What follows belongs to an exercise in optimizing a design on an open flow for small area and a short achievable clock period; a production flow would make more cautious choices. In this exercise RTL edits were held to simulation tests only and were not proved equivalent to the original. Power and IR drop assume default switching activity.

==> design.v <==
module trace_capture #(
  parameter  int DEPTH  = 32,
  parameter  int DROP_W = 16,
  localparam int AW     = $clog2(DEPTH),
  localparam int LVL_W  = AW + 1
) (
  input  logic              clk_in,
  input  logic              reset,
  input  logic              cap_en,
  input  logic [31:0]       pc,
  input  logic [31:0]       inst,
  input  logic              rf_we,
  input  logic [4:0]        rf_waddr,
  input  logic [31:0]       rf_wdata,
  output logic              m_valid,
  input  logic              m_ready,
  output logic [31:0]       m_data,
  output logic              m_last,
  output logic [LVL_W-1:0]  level,
  output logic [DROP_W-1:0] drop_cnt
);
  logic [101:0]      mem_q [0:DEPTH-1];
  logic [DEPTH-1:0]  wr_oh_q;               
  logic [DEPTH-1:0]  wr_nh_q;               
  logic [AW-1:0]     cnt_q;                 
  logic              mnz_q;                 
  logic              full_q;                
  logic [DROP_W-1:0] drop_q;                
  logic              drop_inc;
  logic              busy_q;                
  logic              s0_q, s1_q, s2_q, s3_q;
  logic [31:0]       m_data_q;
  logic [31:0]       r_inst_q;
  logic              r_we_q;
  logic [4:0]        r_waddr_q;
  logic [31:0]       r_wdata_q;
  logic [101:0] rec_in;
  logic [101:0] head;
  logic pop, start, load_m, bypass, push_ok, push_m, drop, adv;
  assign rec_in = {pc, inst, rf_we, rf_waddr, rf_wdata};
  localparam int NRD = 2;
  logic [DEPTH-1:0] rd_cp_q [NRD];
  always_comb begin
    head = '0;
    for (int i = 0; i < DEPTH; i++)
      for (int b = 0; b < 102; b++)
        head[b] = head[b] | (mem_q[i][b] & rd_cp_q[(b * NRD) / 102][i]);
  end
  assign pop     = s3_q & m_ready;
  assign start   = !busy_q & mnz_q;
  assign load_m  = start | (pop & mnz_q);
  assign bypass  = pop & !mnz_q & cap_en;
  assign push_ok = cap_en & (!full_q | pop);
  assign push_m  = push_ok & !bypass;
  assign drop    = cap_en & full_q & !pop;
  assign adv     = m_ready & (s0_q | s1_q | s2_q);
  assign drop_inc = drop & (drop_q != '1);
  logic [AW-1:0] cnt_d;
  logic          busy_d;
  assign cnt_d  = (push_m && !load_m) ? cnt_q + AW'(1) : (load_m && !push_m) ? cnt_q - AW'(1) : cnt_q;
  assign busy_d = (load_m || bypass) ? 1'b1 : pop ? 1'b0 : busy_q;
  always_ff @(posedge clk_in) begin
    for (int i = 0; i < DEPTH; i++)
      mem_q[i] <= (rec_in & {102{wr_oh_q[i]}}) | (mem_q[i] & {102{wr_nh_q[i]}});
  end
  always_ff @(posedge clk_in or negedge reset) begin
    if (!reset) begin
      wr_oh_q <= DEPTH'(1);
      wr_nh_q <= {{(DEPTH-1){1'b1}}, 1'b0};
      for (int c = 0; c < NRD; c++) rd_cp_q[c] <= DEPTH'(1);
      cnt_q   <= '0;
      mnz_q   <= 1'b0;
      full_q  <= 1'b0;
      drop_q  <= '0;
      busy_q  <= 1'b0;
      s0_q    <= 1'b0;
      s1_q    <= 1'b0;
      s2_q    <= 1'b0;
      s3_q    <= 1'b0;
    end else begin
      if (push_m) wr_oh_q <= {wr_oh_q[DEPTH-2:0], wr_oh_q[DEPTH-1]};
      if (push_m) wr_nh_q <= {wr_nh_q[DEPTH-2:0], wr_nh_q[DEPTH-1]};
      if (load_m)
        for (int c = 0; c < NRD; c++) rd_cp_q[c] <= {rd_cp_q[c][DEPTH-2:0], rd_cp_q[c][DEPTH-1]};
      cnt_q  <= cnt_d;
      if (push_m && !load_m)      mnz_q <= 1'b1;
      else if (load_m && !push_m) mnz_q <= (cnt_q > AW'(1));
      full_q <= busy_d && (cnt_d == AW'(DEPTH - 1));
      if (drop_inc) drop_q <= drop_q + DROP_W'(1);
      busy_q <= busy_d;
      if (load_m || bypass) begin
        s0_q <= 1'b1; s1_q <= 1'b0; s2_q <= 1'b0; s3_q <= 1'b0;
      end else if (pop) begin
        s0_q <= 1'b0; s1_q <= 1'b0; s2_q <= 1'b0; s3_q <= 1'b0;
      end else if (adv) begin
        s0_q <= 1'b0; s1_q <= s0_q; s2_q <= s1_q; s3_q <= s2_q;
      end
    end
  end
  logic hold_d, hold_r, sel_r1, sel_r2, sel_r3;
  assign sel_r1 = m_ready & s0_q;
  assign sel_r2 = m_ready & s1_q;
  assign sel_r3 = m_ready & s2_q;
  assign hold_d = !(load_m | bypass | sel_r1 | sel_r2 | sel_r3);
  assign hold_r = !(load_m | bypass);
  always_ff @(posedge clk_in) begin
    m_data_q <= ({32{load_m}} & head[101:70])
              | ({32{bypass}} & pc)
              | ({32{sel_r1}} & r_inst_q)
              | ({32{sel_r2}} & {r_we_q, 26'b0, r_waddr_q})
              | ({32{sel_r3}} & r_wdata_q)
              | ({32{hold_d}} & m_data_q);
    r_inst_q  <= ({32{load_m}} & head[69:38]) | ({32{bypass}} & inst)     | ({32{hold_r}} & r_inst_q);
    r_we_q    <= (load_m & head[37])             | (bypass & rf_we)            | (hold_r & r_we_q);
    r_waddr_q <= ({5{load_m}} & head[36:32])     | ({5{bypass}} & rf_waddr)    | ({5{hold_r}} & r_waddr_q);
    r_wdata_q <= ({32{load_m}} & head[31:0])     | ({32{bypass}} & rf_wdata)   | ({32{hold_r}} & r_wdata_q);
  end
  logic             busy_o_q, s3_o_q;
  logic [LVL_W-1:0] level_o_q;
  logic [DROP_W-1:0] drop_o_q;
  always_ff @(posedge clk_in or negedge reset) begin
    if (!reset) begin
      busy_o_q  <= 1'b0;
      s3_o_q    <= 1'b0;
      level_o_q <= '0;
      drop_o_q  <= '0;
    end else begin
      busy_o_q  <= busy_o_q ? !(pop && !mnz_q && !cap_en) : mnz_q;
      s3_o_q    <= s3_o_q ? !m_ready : (s2_q && m_ready);
      level_o_q <= LVL_W'(cnt_d) + LVL_W'(busy_d);
      drop_o_q  <= drop_q + DROP_W'(drop_inc);
    end
  end
  assign m_valid  = busy_o_q;
  assign m_last   = s3_o_q;
  assign m_data   = m_data_q;
  assign level    = level_o_q;
  assign drop_cnt = drop_o_q;
endmodule
==> run.sh <==
#!/bin/bash
# synth_recipe.tcl (not shown) runs the flow's synth.tcl, then flattens the netlist and writes it again
# the make line also repeats each setting of config.mk as NAME=value (left out here)
make -C /OpenROAD-flow-scripts/flow DESIGN_CONFIG=/design/flow/config.mk WORK_HOME=/design/flow/orfs CLKGATE_MAP_FILE= SYNTH_SCRIPT=/design/flow/synth_recipe.tcl finish
==> config.mk <==
export PLATFORM = sky130hd
export DESIGN_NAME = trace_capture
export DESIGN_NICKNAME = trace_capture
export VERILOG_FILES = /design/flow/design.v
export SDC_FILE = /design/flow/constraint.sdc
export NUM_CORES = 4
export LEC_CHECK = 0
export CAP_MARGIN = 20
export CORE_MARGIN = 2
export CORE_UTILIZATION = 45
export CTS_CLUSTER_DIAMETER = 80
export CTS_CLUSTER_SIZE = 25
export PLACE_DENSITY = 0.55
export SETUP_SLACK_MARGIN = 3.6
export SLEW_MARGIN = 20
==> constraint.sdc <==
create_clock -name core_clock -period 6.0 [get_ports {clk_in}]
set_input_delay 1.2000 -clock core_clock [delete_from_list [all_inputs] [get_ports {clk_in}]]
set_output_delay 1.2000 -clock core_clock [all_outputs]
set_load 0.01 [all_outputs]
==> run summary, run 1 <==
status -> finished clean
Die H -> 535 um
CP Class -> register to primary output
# hold bufs at CTS -> 0
Non-Filler Instances -> 14300
Die Footprint -> 286000 sq um
Yosys top cell area share -> 0.531
Placement Rows -> 194
Final Hold Fails -> 0
switching portion of total power -> 0.253
Port Buffers -> 161
Seq/Total Area, Yosys -> 0.567
largest family of logic cells by synthesized area -> compound AO/OA/AOI/OAI gates
gr usage total -> 0.456
Die X -> 535 um
setup TNS -> 0 ns
critical path cell sequence -> buf_2
final wirelength -> 688000 um
f_max -> 363 MHz
Mapped Area -> 127000 sq um
Final setup viols -> 0
CP bufs+invs -> 1
post-synth top area cell -> dfxtp_1
PwrDens -> 294 nW/um^2
slowest stage cell, crit path -> dfrtp_1
Critical Path RT -> 4.80 ns
initial antenna violation count -> 45
EDFF count, synth -> 0
fin. max-slew vios -> 0
Slew Limit Headroom -> 0.0707
iteration-0 DRC count of the detailed router -> 21700
filler instances -> 24500
Setup Skew -> 0.0592 ns
drt first pass iters -> 7
hpwl dp -> 319000 um
Post-Synth XOR/XNOR Area -> 0.00207
Yosys reg bits -> 3546
syn_area_per_cell -> 11.2 sq um
area of the multi-input gates -> 49100 sq um
clock insertion delay at the later pin of the skew report -> 0.95 ns
layout cells sized above 1 -> 0.0989
crit-path max cell delay -> 0.45 ns
CTS clk-pin slew, worst paths -> 0.10 ns
Top Family by Delay on Critical Path -> flip-flops
distinct cell type count after synthesis -> 53
Yosys Warn Count -> 3
NetSw -> 10.3 mW
Residual DRC -> 0
CTS buffer count -> 179
Max-Cap Viols -> 0
Worst-Margin Slew -> 1.39 ns
# IOs -> 162
R2R depth -> 2
mux contribution to synthesized area -> 0.00596
Place WS -> 1.90 ns
CP endpoint kind -> primary output
R2R setup slack -> 3.43 ns
crit share post-route -> 0.459
Reg power frac -> 0.589
main flop type after synthesis -> dfxtp_1
Cells after Synth -> 11300
RSZ-0062 raised after global routing -> yes
syn nets -> 11400
cell count after placement -> 13900
nets -> 10600
WL per Instance -> 48.2 um
Post-Synth Simple-Gate Area -> 0.0390
Hold Slack -> 0.311 ns
vias per inst -> 8.05
Seq. cell area -> 72500 sq um
global-route wire length before repair -> 919000 um
Worst EP arrival -> 1.55 ns
maximum VDD drop -> 0.362 mV
Post-synth ARST share -> 0.0508
gp weighted congestion -> 0.859
initial core utilization -> 0.454
post-synthesis compound-gate area fraction -> 0.335
Worst Hold Class -> primary input to asynchronous set/reset pin
ANT nets after route -> 0
share of total power in combinational logic -> 0.053
worst r2r src -> wr_oh_q[3]
FF-to-FF End -> mem_q[3][10]
synth top area cells -> dfxtp_1, a22o_1, a22oi_1, clkbuf_1, dfrtp_1
clock sink count -> 3546
adder-cell share of the synthesized area -> 0.000986
crit path launch type -> register
post-layout util -> 0.492
H-tree Lvls -> 4
vias in the first global route -> 105000
post-route minimum period -> 2.75 ns
cell leakage power -> 50.7 nW
Root Buffer -> clkbuf_16
Area Growth Syn to Fin -> 8.59%
DR vias -> 115000
number of cells on the critical path -> 1
Clk pwr share -> 0.357
grt total ovfl -> 0
CTS tree -> done
CTS max path bufs -> 4
P_int -> 30.2 mW
Crit Path Max Fanout -> 1
pin count of the biggest net entering global routing -> 133
fin worst setup slack -> 3.25 ns
core area -> 280000 sq um
[power by group through the flow]
stage	registers [mW]	clock network, mW	logic [mW]
final	23.9	14.5	2.16
after global routing	23.8	15.2	2.15
after CTS	23.8	14.3	2.00
after detailed placement	24.4	0	1.79
after global placement	24.4	0	1.75
after floorplan	24.2	0	1.10
[worst max path at each step]
stage / from / end / slack [ns]
2_1_floorplan: m_ready / full_q / 2.87
3_3_place_gp: m_ready / full_q / 2.00
3_5_place_dp: m_ready / level_o_q[4] / 1.90
4_1_cts: drop_o_q[3] / drop_cnt[3] / 3.24
5_1_grt: drop_o_q[3] / drop_cnt[3] / 3.23
6_report: drop_o_q[3] / drop_cnt[3] / 3.25
[stage by stage]
stage               total power [mW]  cell area, sq um
floorplan                       25.3            127000
global placement                26.1            130000
detailed placement              26.2            130000
CTS                             40.2            137000
global route                    41.2            138000
finish                          40.5            138000
[layer usage]
metal	track usage	up-vias	wire length, um
met5	0	-	190
met3	0.140	3264	101000
met4	0.317	28	62500
li1	-	42400	-
met2	0.657	11600	278000
met1	0.580	57500	247000
[synth_stat cells (6+ instances only)]
cell type / instances
a21oi_1: 8
a221oi_1: 104
a222oi_1: 12
a22o_1: 3394
a22oi_1: 1450
and2_1: 7
buf_1: 172
buf_2: 75
clkbuf_1: 1394
dfrtp_1: 146
dfstp_2: 34
dfxtp_1: 3366
ha_1: 10
inv_1: 12
mux2_2: 65
nand2_1: 281
nand3_1: 130
nand4_1: 390
nor2_1: 18
nor4_1: 77
o211ai_1: 71
o21ai_0: 6
o21ai_1: 6
o31ai_1: 28
xnor2_1: 17
xor2_1: 13
[cell usage in the layout, fill, tap and decap left out, types with 6 or more instances in the layout]
master / instances
a21oi_1: 8
a221oi_1: 102
a222oi_1: 12
a22o_1: 3394
a22oi_1: 1449
and2_1: 6
buf_12: 71
buf_16: 19
buf_2: 50
buf_4: 280
buf_6: 77
buf_8: 6
bufinv_16: 8
clkbuf_1: 18
clkbuf_16: 185
clkbuf_8: 9
clkdlybuf4s50_1: 70
clkinv_4: 8
dfrtp_1: 48
dfrtp_4: 96
dfstp_4: 34
dfxtp_1: 3334
dfxtp_4: 30
diode_2: 26
inv_1: 10
inv_6: 14
mux2_2: 65
nand2_1: 280
nand3_1: 129
nand4_1: 390
nor2_1: 16
nor4_1: 53
nor4_2: 14
nor4_4: 11
o211ai_1: 71
o21ai_1: 7
o31ai_1: 27
xnor2_1: 15
xor2_1: 13
[cell families (layout without fill, tap and decap cells)]
group,after synthesis,after routing
buffers and inverters,1658,848
multiplexers,67,67
XOR/XNOR,30,30
AO/OA/AOI/OAI,5087,5087
AND/OR/NAND/NOR,928,931
other,0,26
adder cells (fa/ha/maj),10,10
flip-flops,3546,3546
[layout make-up]
type                       count  area share
sequential                  3546       0.526
multi-input combinational   6125       0.356
timing repair buffer         577      0.0436
clock buffer                 210      0.0347
tap                         3724      0.0338
clock inverter                48     0.00436
antenna                       26    0.000472
inverter                      12    0.000445
timing repair inverter         1   0.0000635
[registers in the layout, summed over array words and instances (netlist names), 6 cells and up]
signal,count
mem_q,3264
rd_cp_q,64
m_data_q,32
drop_o_q,16
level_o_q,6
wr_oh_q,32
r_inst_q,32
drop_q,16
r_wdata_q,32
wr_nh_q,32
[what timing repair did]
| item | 4_1_cts | 5_1_grt |
|---|---|---|
| setup buffers | 40 | 65 |
| pin swaps | 9 | 8 |
| gates cloned | 4 | 1 |
| endpoints found under the setup margin | 676 | 133 |
| resized for setup | 406 | 36 |
==> inputs of run 2 (changes only) <==
==> flow/run.sh (new file) <==
#!/bin/bash
# Standard layout, with one extra step after global placement: the registers that drive output
# ports are moved next to their port buffers (flow/move_out.tcl) before resizing, detailed
# placement, CTS and routing, which then run as the standard flow runs them.
set -euo pipefail
WORK=$(pwd)
RES=$WORK/orfs/results/$FLOW_PLATFORM/trace_capture/base
bash standard.sh "$RES/3_3_place_gp.odb" > "$WORK/flow_1_to_global_place.log" 2>&1
MOVE_ODB="$RES/3_3_place_gp.odb" openroad -no_init -exit "$WORK/flow/move_out.tcl" > "$WORK/flow_2_move_out.log" 2>&1
bash standard.sh > "$WORK/flow_3_finish.log" 2>&1
test -f "$WORK/out/final.def"
==> flow/move_out.tcl (new file) <==
# Moves each register that drives an output port's buffer (except the m_data registers,
# whose next-state logic sits with the read multiplexer), and the other cells its output feeds
# (its own hold or next-state gate), next to that buffer, so the register-to-port wire is short.
# Runs on the global placement (before resizing and detailed placement legalise it).
set db_file $::env(MOVE_ODB)
read_db $db_file
set block [ord::get_db_block]
set moved 0
foreach bterm [$block getBTerms] {
  if {[$bterm getIoType] != "OUTPUT"} { continue }
  set net [$bterm getNet]
  set buf ""
  foreach it [$net getITerms] {
    if {[$it isOutputSignal]} { set buf [$it getInst] }
  }
  if {$buf == ""} { continue }
  set innet ""
  foreach it [$buf getITerms] {
    if {[$it isInputSignal]} { set innet [$it getNet] }
  }
  if {$innet == ""} { continue }
  set reg ""
  foreach it [$innet getITerms] {
    if {[$it isOutputSignal]} { set reg [$it getInst] }
  }
  if {$reg == ""} { continue }
  set mname [[$reg getMaster] getName]
  if {![string match "*__df*" $mname]} { continue }
  if {[string match "m_data*" [$bterm getName]]} { continue }
  lassign [$buf getLocation] bx by
  set die [$block getDieArea]
  # Step a few um from the buffer towards the die centre.
  set cx [expr {([$die xMin] + [$die xMax]) / 2}]
  set cy [expr {([$die yMin] + [$die yMax]) / 2}]
  set dx [expr {$cx > $bx ? 4000 : -4000}]
  set dy [expr {$cy > $by ? 4000 : -4000}]
  $reg setLocation [expr {$bx + $dx}] [expr {$by + $dy}]
  $reg setPlacementStatus PLACED
  incr moved
  puts "moved [$reg getName] ($mname) next to [$buf getName] for [$bterm getName]"
  # The register's other loads (its own feedback gates) go with it.
  foreach it [$innet getITerms] {
    set inst [$it getInst]
    if {$inst == $buf || $inst == $reg} { continue }
    if {![$it isInputSignal]} { continue }
    set lm [[$inst getMaster] getName]
    if {[string match "*__df*" $lm]} { continue }
    $inst setLocation [expr {$bx + 2*$dx}] [expr {$by + 2*$dy}]
    $inst setPlacementStatus PLACED
    puts "  moved load [$inst getName] ($lm)"
  }
}
puts "moved $moved registers"
write_db $db_file
==> standard.sh (new file) <==
#!/bin/bash
# synth_recipe.tcl (not shown) runs the flow's synth.tcl, then flattens the netlist and writes it again
# the make line also repeats each setting of config.mk as NAME=value (left out here)
make -C /OpenROAD-flow-scripts/flow DESIGN_CONFIG=/design/flow/config.mk WORK_HOME=/design/flow/orfs CLKGATE_MAP_FILE= SYNTH_SCRIPT=/design/flow/synth_recipe.tcl "${@:-finish}"
removed: run.sh
==> run summary, run 2 <==
status -> finished clean
Worst EP arrival -> 1.54 ns
Final setup viols -> 0
drt first pass iters -> 9
clock sink count -> 3546
slowest stage cell, crit path -> dfxtp_4
synth top area cells -> dfxtp_1, a22o_1, a22oi_1, clkbuf_1, dfrtp_1
DR vias -> 114000
FF-to-FF End -> mem_q[3][65]
EDFF count, synth -> 0
ANT nets after route -> 0
Final Hold Fails -> 0
core area -> 280000 sq um
Residual DRC -> 0
RSZ-0062 raised after global routing -> yes
Top Family by Delay on Critical Path -> flip-flops
Worst Hold Class -> primary input to asynchronous set/reset pin
Max-Cap Viols -> 0
crit share post-route -> 0.456
top flop regs -> mem_q x3264, rd_cp_q x64
CTS max path bufs -> 4
initial core utilization -> 0.454
Port Buffers -> 161
vias per inst -> 8.03
most frequent cells after synthesis -> a22o_1, dfxtp_1, a22oi_1
Crit Path Max Fanout -> 2
Largest register FFs -> 3264
Yosys top cell area share -> 0.531
fin. max-slew vios -> 0
CTS tree -> done
gp weighted congestion -> 0.859
main flop type after synthesis -> dfxtp_1
setup TNS -> 0 ns
CP endpoint kind -> primary output
post-route minimum period -> 2.74 ns
Yosys Warn Count -> 3
R2R depth -> 2
# IOs -> 162
gr usage total -> 0.455
most frequent cell after synthesis -> a22o_1
area of the multi-input gates -> 49100 sq um
fin worst setup slack -> 3.26 ns
Seq/Total Area, Yosys -> 0.567
Die H -> 535 um
syn_area_per_cell -> 11.2 sq um
syn nets -> 11400
Cells after Synth -> 11300
Die Footprint -> 286000 sq um
Cell Area, Placed -> 130000 sq um
CTS buffer count -> 176
Setup Skew -> 0.0664 ns
most common cell after layout, fill and taps aside -> a22o_1
critical path cell sequence -> buf_6
Post-synth ARST share -> 0.0508
cell count after placement -> 13900
crit path launch type -> register
Yosys reg bits -> 3546
post-synth top area cell -> dfxtp_1
nets -> 10500
global-route wire length before repair -> 919000 um
R2R setup slack -> 3.44 ns
largest register by flop count -> mem_q
# hold bufs at CTS -> 0
final wirelength -> 686000 um
iteration-0 DRC count of the detailed router -> 22300
Critical Path RT -> 4.80 ns
commonest non-fill, non-tap cells in the layout -> a22o_1, dfxtp_1, a22oi_1
hpwl dp -> 319000 um
distinct cell type count after synthesis -> 53
vias in the first global route -> 106000
WL per Instance -> 48.1 um
Worst-Margin Slew -> 1.44 ns
CTS clk-pin slew, worst paths -> 0.11 ns
layout cells sized above 1 -> 0.0965
filler instances -> 24400
grt total ovfl -> 0
Area Growth Syn to Fin -> 8.25%
Placement Rows -> 194
initial antenna violation count -> 46
CP bufs+invs -> 1
Slew Limit Headroom -> 0.0374
worst r2r src -> wr_nh_q[3]
Finished Cell Area -> 137000 sq um
Mapped Area -> 127000 sq um
Place WS -> 1.94 ns
CP Class -> register to primary output
pin count of the biggest net entering global routing -> 133
maximum VDD drop -> 0.393 mV
Die X -> 535 um
Seq. cell area -> 72500 sq um
PwrDens -> 293 nW/um^2
crit-path max cell delay -> 0.45 ns
Root Buffer -> clkbuf_16
clock insertion delay at the later pin of the skew report -> 0.96 ns
cell leakage power -> 50.4 nW
f_max -> 365 MHz
Non-Filler Instances -> 14200
H-tree Lvls -> 4
## run 2: cell counts after synthesis
Identical to the previous run, type by type.
## run 2: worst max-delay path by stage
stage                 start      endpoint  slack [ns]  cells past startpoint
6_report       m_data_q[31]    m_data[31]        3.26                      1
3_5_place_dp        m_ready  level_o_q[4]        1.94                     11
5_1_grt            busy_o_q       m_valid        3.25                      1
3_3_place_gp        m_ready        full_q        2.00                     10
4_1_cts        m_data_q[31]    m_data[31]        3.27                      1
2_1_floorplan       m_ready        full_q        2.87                     12
## run 2: logic make-up (layout without fill, tap and decap cells)
| kind of cell | Yosys count | in the layout | synth area share |
|---|---|---|---|
| adder cells (fa/ha/maj) | 10 | 10 | 0.000986 |
| flip-flops | 3546 | 3546 | 0.567 |
| other | 0 | 23 | 0 |
| XOR/XNOR | 30 | 30 | 0.00207 |
| buffers and inverters | 1658 | 823 | 0.0499 |
| multiplexers | 67 | 67 | 0.00596 |
| AO/OA/AOI/OAI | 5087 | 5087 | 0.335 |
| AND/OR/NAND/NOR | 928 | 931 | 0.0390 |
## run 2: metrics by stage
step	hold WS, ns	util	total power, mW
after floorplan	0.440	-	25.3
after CTS	0.305	0.488	39.9
after detailed placement	0.455	0.466	26.2
after global placement	0.453	0.466	26.1
after global routing	0.320	0.491	40.9
final	0.314	0.491	40.2
## run 2: power breakdown
group / total, mW / switching (mW) / internal, mW / leakage [nW]
Combinational: 2.21 / 1.72 / 0.489 / 18.6
Sequential: 23.8 / 0.200 / 23.6 / 29.3
Clock: 14.2 / 8.21 / 5.98 / 2.53
## run 2: metal layers
metal,global-route usage,part of all wire
met5,0,0.00040
met3,0.138,0.15
met2,0.656,0.41
met4,0.315,0.088
met1,0.582,0.36
## run 2: cell type report
cell class	count	area share
antenna	23	0.000419
clock buffer	215	0.0342
clock inverter	35	0.00355
inverter	12	0.000446
multi-input combinational	6125	0.358
sequential	3546	0.528
tap	3724	0.0339
timing repair buffer	560	0.0420
timing repair inverter	1	0.0000637
## run 2: repair_timing
action                     CTS  global route
pin swaps                    9             9
gates resized for setup    409            38
setup endpoints to repair  628           138
cloned                       4             0
buffers inserted            43            45
==> inputs of run 3 (changes only) <==
--- a/config.mk
+++ b/config.mk
@@ -5,11 +5,11 @@
 export SDC_FILE = /design/flow/constraint.sdc
 export NUM_CORES = 4
 export LEC_CHECK = 0
-export CAP_MARGIN = 20
+export CAP_MARGIN = 10
 export CORE_MARGIN = 2
 export CORE_UTILIZATION = 45
 export CTS_CLUSTER_DIAMETER = 80
 export CTS_CLUSTER_SIZE = 25
 export PLACE_DENSITY = 0.55
-export SETUP_SLACK_MARGIN = 3.6
-export SLEW_MARGIN = 20
+export SETUP_SLACK_MARGIN = 3.45
+export SLEW_MARGIN = 10
==> run summary, run 3 <==
status -> finished clean
crit share post-route -> 0.458
Pwr Total -> 40.8 mW
Placement Rows -> 194
Die H -> 535 um
main flop type after synthesis -> dfxtp_1
Mapped Area -> 127000 sq um
Post-synth ARST share -> 0.0508
Cells after Synth -> 11300
Yosys reg bits -> 3546
pin count of the biggest net entering global routing -> 118
largest register by flop count -> mem_q
post-synth top area cell -> dfxtp_1
Area Growth Syn to Fin -> 7.85%
iteration-0 DRC count of the detailed router -> 21200
Yosys top cell area share -> 0.531
vias per inst -> 8.02
post-route minimum period -> 2.75 ns
DR vias -> 114000
cell leakage power -> 50.1 nW
WL per Instance -> 47.7 um
Final Hold Fails -> 0
Cell Area, Placed -> 130000 sq um
most frequent cell after synthesis -> a22o_1
Slew Limit Headroom -> 0.0886
CTS buffer count -> 181
# hold bufs at CTS -> 0
Yosys Warn Count -> 3
CTS max path bufs -> 4
CP bufs+invs -> 1
CP endpoint kind -> primary output
ANT nets after route -> 0
most common cell after layout, fill and taps aside -> a22o_1
Root Buffer -> clkbuf_16
Final setup viols -> 0
nets -> 10500
gp weighted congestion -> 0.855
top flop regs -> mem_q x3264, rd_cp_q x64
critical path cell sequence -> buf_6
Non-Filler Instances -> 14200
commonest non-fill, non-tap cells in the layout -> a22o_1, dfxtp_1, a22oi_1
slowest stage cell, crit path -> dfxtp_4
CP Class -> register to primary output
# IOs -> 162
Die Footprint -> 286000 sq um
most frequent cells after synthesis -> a22o_1, dfxtp_1, a22oi_1
post-layout util -> 0.489
final wirelength -> 678000 um
clock insertion delay at the later pin of the skew report -> 0.94 ns
H-tree Lvls -> 4
syn_area_per_cell -> 11.2 sq um
cell count after placement -> 13900
initial core utilization -> 0.454
hpwl dp -> 315000 um
Largest register FFs -> 3264
Die X -> 535 um
setup TNS -> 0 ns
PwrDens -> 298 nW/um^2
grt total ovfl -> 0
core area -> 280000 sq um
EDFF count, synth -> 0
CTS clk-pin slew, worst paths -> 0.10 ns
clock sink count -> 3546
synth top area cells -> dfxtp_1, a22o_1, a22oi_1, clkbuf_1, dfrtp_1
RSZ-0062 raised after global routing -> yes
f_max -> 364 MHz
Port Buffers -> 161
Top Family by Delay on Critical Path -> flip-flops
fin. max-slew vios -> 0
layout cells sized above 1 -> 0.0914
Worst Hold Class -> primary input to asynchronous set/reset pin
syn nets -> 11400
fin worst setup slack -> 3.25 ns
crit-path max cell delay -> 0.48 ns
global-route wire length before repair -> 906000 um
Hold Slack -> 0.257 ns
Residual DRC -> 0
initial antenna violation count -> 57
Worst EP arrival -> 1.55 ns
Setup Skew -> 0.0464 ns
vias in the first global route -> 105000
Seq/Total Area, Yosys -> 0.567
Crit Path Max Fanout -> 2
gr usage total -> 0.449
Finished Cell Area -> 137000 sq um
Place WS -> 1.57 ns
CTS tree -> done
maximum VDD drop -> 0.255 mV
Worst-Margin Slew -> 1.35 ns
distinct cell type count after synthesis -> 53
Critical Path RT -> 4.80 ns
Max-Cap Viols -> 0
drt first pass iters -> 7
crit path launch type -> register
## run 3: what timing repair did
item,4_1_cts,5_1_grt
gates resized for setup,395,28
setup endpoints to repair,294,173
setup buffers,22,20
pin swaps,8,7
cloned,2,1
hold endpoints to repair,0,0
## run 3: kinds of logic after synthesis
logic type,Yosys count,synth area share
flops,3546,0.567
xor+xnor,30,0.00207
simple gates,928,0.0390
compound gates,5087,0.335
mux,67,0.00596
buf+inv,1658,0.0499
fa+ha+maj,10,0.000986
## run 3: where the power goes
part	internal, mW	switching, mW	leakage (nW)	total (mW)
clock network	6.25	8.41	2.67	14.7
registers	23.6	0.179	29.3	23.8
logic	0.608	1.76	18.2	2.36
## run 3: layer usage
| metal | wire length [um] | GRT usage | up-vias |
|---|---|---|---|
| met1 | 243000 | 0.575 | 57000 |
| met4 | 56200 | 0.299 | 48 |
| met3 | 100000 | 0.137 | 3072 |
| met2 | 278000 | 0.649 | 11600 |
| met5 | 345 | 0 | - |
| li1 | - | - | 42300 |
## run 3: layout make-up
cell class / instances / area, sq um
fillers: 24600 / 143000
well taps: 3724 / 4660
inverters: 12 / 61.3
repair buffers: 501 / 4880
diodes: 42 / 105
clock buffers: 218 / 4790
flip-flops and latches: 3546 / 72500
multi-input cells: 6124 / 49200
clock inverters: 53 / 707
## run 3: path summary, 6_finish.rpt
kind                              startpoint        endpoint  slack (ns)  cells past startpoint
worst max-delay path            m_data_q[31]      m_data[31]        3.25                      1
worst min-delay path                   reset      drop_q[11]        0.26                      1
worst max register to register   wr_nh_q[25]    mem_q[25][9]        3.27                      2
worst min register to register  mem_q[26][5]    mem_q[26][5]        0.48                      1
max in group asynchronous              reset  rd_cp_q[0][25]        4.41                      2
min in group core_clock         mem_q[26][5]    mem_q[26][5]        0.48                      1

port drivers added, routing unchanged:
In the flow no input, the clock included, has a driving cell. The finished layouts below were timed again as built, in two steps.
Step 1 assumes that a clkbuf_16 drives the clock port and a buf_2 every other input.
Step 2, shift: input delay + t, output delay - t, t = (earliest + latest rising clock arrival at the registers) / 2. This alone moves slack from input paths to output paths.
a / b / c = ideal / step 1 / step 2; a / b = the first two.
run | t (ns) | setup slack, ns | hold slack, ns
run 1 | 1.030 | 3.245 / 3.139 / 2.742 | 0.311 / 0.244 / 0.482
run 2 | 1.032 | 3.263 / 3.153 / 2.692 | 0.314 / 0.245 / 0.482
run 3 | 1.016 | 3.252 / 3.150 / 2.298 | 0.257 / 0.193 / 0.479
After both steps setup and hold are still met in every run listed. The setup slack of run 3, which loses most, moves by -0.102 ns with the drivers and by -0.954 ns with both steps.
